Background: an optimization exercise with open tools, aiming at a short achievable clock period and few clock cycles. Do not read the settings as production practice.
In this exercise RTL edits were held to simulation tests only and were not proved equivalent to the original.

==> run a: inputs <==
## cpu_top
module cpu_top (
    input  logic               clk,
    input  logic               rst,
    input  logic [8-1:0] in_port,
    input  logic               prog_we,
    input  logic [8-1:0] prog_addr,
    input  logic [8-1:0] prog_data,
    output logic               hlt,
    output logic [8-1:0] out_port
);
    logic [63:0]      row_oh;
    logic [31:0]      row_a, row_b;
    logic [27:0][7:0] head_data;
    logic             st_low;
    logic [7:0]       rd_data0, rd_data1, wr_data;
    logic [3:0][7:0]  r_out;
    logic [15:0]      b_rh0, b_rl0, b_rh1, b_rl1, b_wh, b_wl;
    logic             wr_en;
    logic [3:0][7:0]  q_op, q_imm;
    logic [3:0][17:0] q_f;
    logic [3:0][8:0]  q_c;
    logic [3:0]       q_avail;
    logic             q_hold;
    logic [4:0]       n_oh;
    logic [3:0][6:0]  b_selA;
    logic [3:0][7:0]  b_selBp, b_selBn, b_imm;
    logic [3:0]       b_cin;
    logic [3:0][21:0] b_w;
    logic             b_st, b_out, b_hlt;
  ...
==> module cpu_mem, before the edit <==
module cpu_mem (
    input  logic             clk,
    input  logic             rst,
    input  logic             prog_we,
    input  logic [7:0]       prog_addr,
    input  logic [7:0]       prog_data,
    input  logic [63:0]      row_oh,
    output logic [31:0]      row_a,
    output logic [31:0]      row_b,
    output logic [27:0][7:0] head_data,
    input  logic [15:0]      rd_h0,
    input  logic [15:0]      rd_l0,
    output logic [7:0]       rd_data0,
    input  logic [15:0]      rd_h1,
    input  logic [15:0]      rd_l1,
    output logic [7:0]       rd_data1,
    input  logic [15:0]      wr_h,
    input  logic [15:0]      wr_l,
    input  logic [7:0]       wr_data,
    input  logic             wr_en
);
    logic [255:0][7:0] ram;
    logic [7:0]  wd;
    logic        we;
    logic [15:0] pa_hi, pa_lo, wa_hi, wa_lo;
    dec4 u_pdh (.a(prog_addr[7:4]), .y(pa_hi));
    dec4 u_pdl (.a(prog_addr[3:0]), .y(pa_lo));
    assign wa_hi = rst ? pa_hi : wr_h;
    assign wa_lo = rst ? pa_lo : wr_l;
    assign wd    = rst ? prog_data : wr_data;
    assign we    = rst ? prog_we   : wr_en;
    always_ff @(posedge clk) begin
        for (int i = 0; i < 256; i++) begin
            if (we && wa_hi[i / 16] && wa_lo[i % 16]) ram[i] <= wd;
        end
    end
    logic [63:0] row_oh_b;
    logic [31:0] sel_e, sel_o;
    logic [31:0] row_e, row_o;
    logic        nr_even;
    assign row_oh_b = {row_oh[62:0], row_oh[63]};
    always_comb begin
        row_e   = 32'd0;
        row_o   = 32'd0;
        nr_even = 1'b0;
        for (int i = 0; i < 32; i++) begin
            sel_e[i] = row_oh[2*i]   | row_oh_b[2*i];
            sel_o[i] = row_oh[2*i+1] | row_oh_b[2*i+1];
            nr_even  = nr_even | row_oh[2*i];
            row_e = row_e | ({32{sel_e[i]}} &
                             {ram[8*i+3], ram[8*i+2], ram[8*i+1], ram[8*i]});
            row_o = row_o | ({32{sel_o[i]}} &
                             {ram[8*i+7], ram[8*i+6], ram[8*i+5], ram[8*i+4]});
        end
        row_a = nr_even ? row_e : row_o;
        row_b = nr_even ? row_o : row_e;
        for (int i = 0; i < 28; i++) begin
            head_data[i] = ram[i];
        end
    end
    logic [15:0] r0_hi, r0_lo, r1_hi, r1_lo;
    assign r0_hi = rd_h0;
    assign r0_lo = rd_l0;
    assign r1_hi = rd_h1;
    assign r1_lo = rd_l1;
    always_comb begin
        logic [7:0] l0, l1;
        rd_data0 = 8'd0;
        rd_data1 = 8'd0;
        for (int h = 0; h < 16; h++) begin
            l0 = 8'd0;
            l1 = 8'd0;
            for (int l = 0; l < 16; l++) begin
                l0 = l0 | ({8{r0_lo[l]}} & ram[16*h+l]);
                l1 = l1 | ({8{r1_lo[l]}} & ram[16*h+l]);
            end
            rd_data0 = rd_data0 | ({8{r0_hi[h]}} & l0);
            rd_data1 = rd_data1 | ({8{r1_hi[h]}} & l1);
        end
    end
endmodule
==> module insn_conflict, before the edit <==
module insn_conflict (
    input  logic [7:0]  oj,
    input  logic [17:0] fj,
    input  logic [7:0]  os,
    input  logic [17:0] fs,
    output logic        c,
    output logic        wa,    
    output logic        wb     
);
    localparam int F_WR = 0, F_UA = 1, F_UB = 2, F_MEM = 3, F_ST = 5,
                   F_OUT = 6, F_HLT = 7, F_IMM = 8;
    logic wn;
    assign wn = fj[F_WR] && !fj[F_IMM];
    assign c  = (wn && ((fs[F_UA] && os[3:2] == oj[3:2]) ||
                        ((fs[F_UB] || fs[F_MEM]) && os[1:0] == oj[3:2]))) ||
                (fj[F_OUT] && fs[F_OUT]) || fj[F_HLT] || (fj[F_ST] && fs[F_MEM]);
    assign wa = fj[F_WR] && os[3:2] == oj[3:2];
    assign wb = fj[F_WR] && os[1:0] == oj[3:2];
endmodule
==> flow/config.mk <==
export PLATFORM = sky130hd
export DESIGN_NAME = cpu_top
export DESIGN_NICKNAME = cpu_top
export VERILOG_FILES = /design/flow/design.v
export SDC_FILE = /design/flow/constraint.sdc
export NUM_CORES = 4
export LEC_CHECK = 0
export ABC_CLOCK_PERIOD_IN_PS = 3000
export CAP_MARGIN = 20
export CORE_MARGIN = 2
export CORE_UTILIZATION = 25
export SETUP_SLACK_MARGIN = 2.5
export SLEW_MARGIN = 20
==> flow/constraint.sdc <==
create_clock -name core_clock -period 6.0 [get_ports {clk}]
set_input_delay 1.2000 -clock core_clock [delete_from_list [all_inputs] [get_ports {clk}]]
set_output_delay 1.2000 -clock core_clock [all_outputs]
set_load 0.01 [all_outputs]
run.sh (not shown) runs the stock make flow with config.mk's settings and CLKGATE_MAP_FILE= SYNTH_SCRIPT=/design/flow/synth_recipe.tcl, a recipe that flattens the netlist after the stock synthesis.
==> run b: changes against run a <==
--- a/flow/design.v
+++ b/flow/design.v
@@ -648,25 +648,14 @@
         end
     end
     logic [63:0] row_oh_b;
-    logic [31:0] sel_e, sel_o;
-    logic [31:0] row_e, row_o;
-    logic        nr_even;
     assign row_oh_b = {row_oh[62:0], row_oh[63]};
     always_comb begin
-        row_e   = 32'd0;
-        row_o   = 32'd0;
-        nr_even = 1'b0;
-        for (int i = 0; i < 32; i++) begin
-            sel_e[i] = row_oh[2*i]   | row_oh_b[2*i];
-            sel_o[i] = row_oh[2*i+1] | row_oh_b[2*i+1];
-            nr_even  = nr_even | row_oh[2*i];
-            row_e = row_e | ({32{sel_e[i]}} &
-                             {ram[8*i+3], ram[8*i+2], ram[8*i+1], ram[8*i]});
-            row_o = row_o | ({32{sel_o[i]}} &
-                             {ram[8*i+7], ram[8*i+6], ram[8*i+5], ram[8*i+4]});
+        row_a = 32'd0;
+        row_b = 32'd0;
+        for (int r = 0; r < 64; r++) begin
+            row_a = row_a | ({32{row_oh[r]}}   & {ram[4*r+3], ram[4*r+2], ram[4*r+1], ram[4*r]});
+            row_b = row_b | ({32{row_oh_b[r]}} & {ram[4*r+3], ram[4*r+2], ram[4*r+1], ram[4*r]});
         end
-        row_a = nr_even ? row_e : row_o;
-        row_b = nr_even ? row_o : row_e;
         for (int i = 0; i < 28; i++) begin
             head_data[i] = ram[i];
         end
- CORE_UTILIZATION: 25 -> 17
==> run c: changes against run a <==
--- a/flow/design.v
+++ b/flow/design.v
@@ -45,7 +45,7 @@
     assign wn = fj[F_WR] && !fj[F_IMM];
     assign c  = (wn && ((fs[F_UA] && os[3:2] == oj[3:2]) ||
                         ((fs[F_UB] || fs[F_MEM]) && os[1:0] == oj[3:2]))) ||
-                (fj[F_OUT] && fs[F_OUT]) || fj[F_HLT] || (fj[F_ST] && fs[F_MEM]);
+                (fj[F_OUT] && fs[F_OUT]) || fj[F_HLT] || (fj[F_MEM] && fs[F_MEM]);
     assign wa = fj[F_WR] && os[3:2] == oj[3:2];
     assign wb = fj[F_WR] && os[1:0] == oj[3:2];
 endmodule
@@ -677,20 +677,17 @@
     assign r1_hi = rd_h1;
     assign r1_lo = rd_l1;
     always_comb begin
-        logic [7:0] l0, l1;
+        logic [7:0] l0;
         rd_data0 = 8'd0;
-        rd_data1 = 8'd0;
         for (int h = 0; h < 16; h++) begin
             l0 = 8'd0;
-            l1 = 8'd0;
             for (int l = 0; l < 16; l++) begin
                 l0 = l0 | ({8{r0_lo[l]}} & ram[16*h+l]);
-                l1 = l1 | ({8{r1_lo[l]}} & ram[16*h+l]);
             end
             rd_data0 = rd_data0 | ({8{r0_hi[h]}} & l0);
-            rd_data1 = rd_data1 | ({8{r1_hi[h]}} & l1);
         end
     end
+    assign rd_data1 = 8'd0;
 endmodule
 `timescale 1ns/100ps
 module cpu_top (
- CORE_UTILIZATION: 25 -> 14
==> results.json <==
{
  "start_util": 0.170,
  "synthTopCellsByCount": "edfxtp_1 (2787), a221oi_1 (1958), a22o_1 (1800)",
  "clock-sinks": 3433,
  "error_line": "[ERROR GRT-0232] Routing congestion too high. Check the congestion heatmap in the GUI.",
  "ys_ff_latch": 3433,
  "synth_xor_area_frac": 0.00243,
  "lastStage": "global routing (5_1_grt)",
  "status": "stopped before the end"
}
the above is filed under run b

==> results.json <==
{
  "synth_xor_area_frac": 0.00359,
  "start_util": 0.140,
  "clock-sinks": 3401,
  "so.violations": "capacitance limit, slew limit",
  "maxCapViolations": 2,
  "drv_slew": 5,
  "synthTopCellsByCount": "edfxtp_1 (2787), a22oi_1 (1651), nand2_1 (1409)",
  "cts_tree": "built",
  "ys_ff_latch": 3401,
  "status": "complete, but fails checks"
}
the above is filed under run c

==> results.json <==
{
  "synthTopCellsByCount": "edfxtp_1 (2787), a22oi_1 (1940), nand2_1 (1491)",
  "synth_xor_area_frac": 0.00297,
  "lastStage": "global routing (5_1_grt)",
  "error_line": "[ERROR GRT-0232] Routing congestion too high. Check the congestion heatmap in the GUI.",
  "status": "stopped before the end",
  "start_util": 0.251,
  "clock-sinks": 3433
}
the above is filed under run a

Testbench counts of run a, summed over its fixed seeds: cycles 15,685.
Testbench counts of run b, summed over its fixed seeds: cycles 15,685.
Testbench counts of run c, summed over its fixed seeds: cycles 15,934.

## what the ideal ports hide
In the flow no input, the clock included, has a driving cell. The finished layout below was timed again as built, in two steps.
Step 1 sets driving cells, clkbuf_16 on the clock port and buf_2 on the other inputs (assumed; they add their load-dependent delay and slew).
Step 2 moves the port delays by t, midway between the first and last clock arrival at a register: inputs arrive t later, outputs are due t later. That takes back most of the time a late clock gives input paths.
Three values: no drivers, after step 1, after step 2; two values: the first two.
run: run c
t, ns: 1.333
setup WS [ns]: 1.683 / 1.683 / 1.146
worst slew at a driven data input, ns: 0.11
For run c, drivers alone change the setup slack by 0.000 ns; drivers and shift together by -0.537 ns.
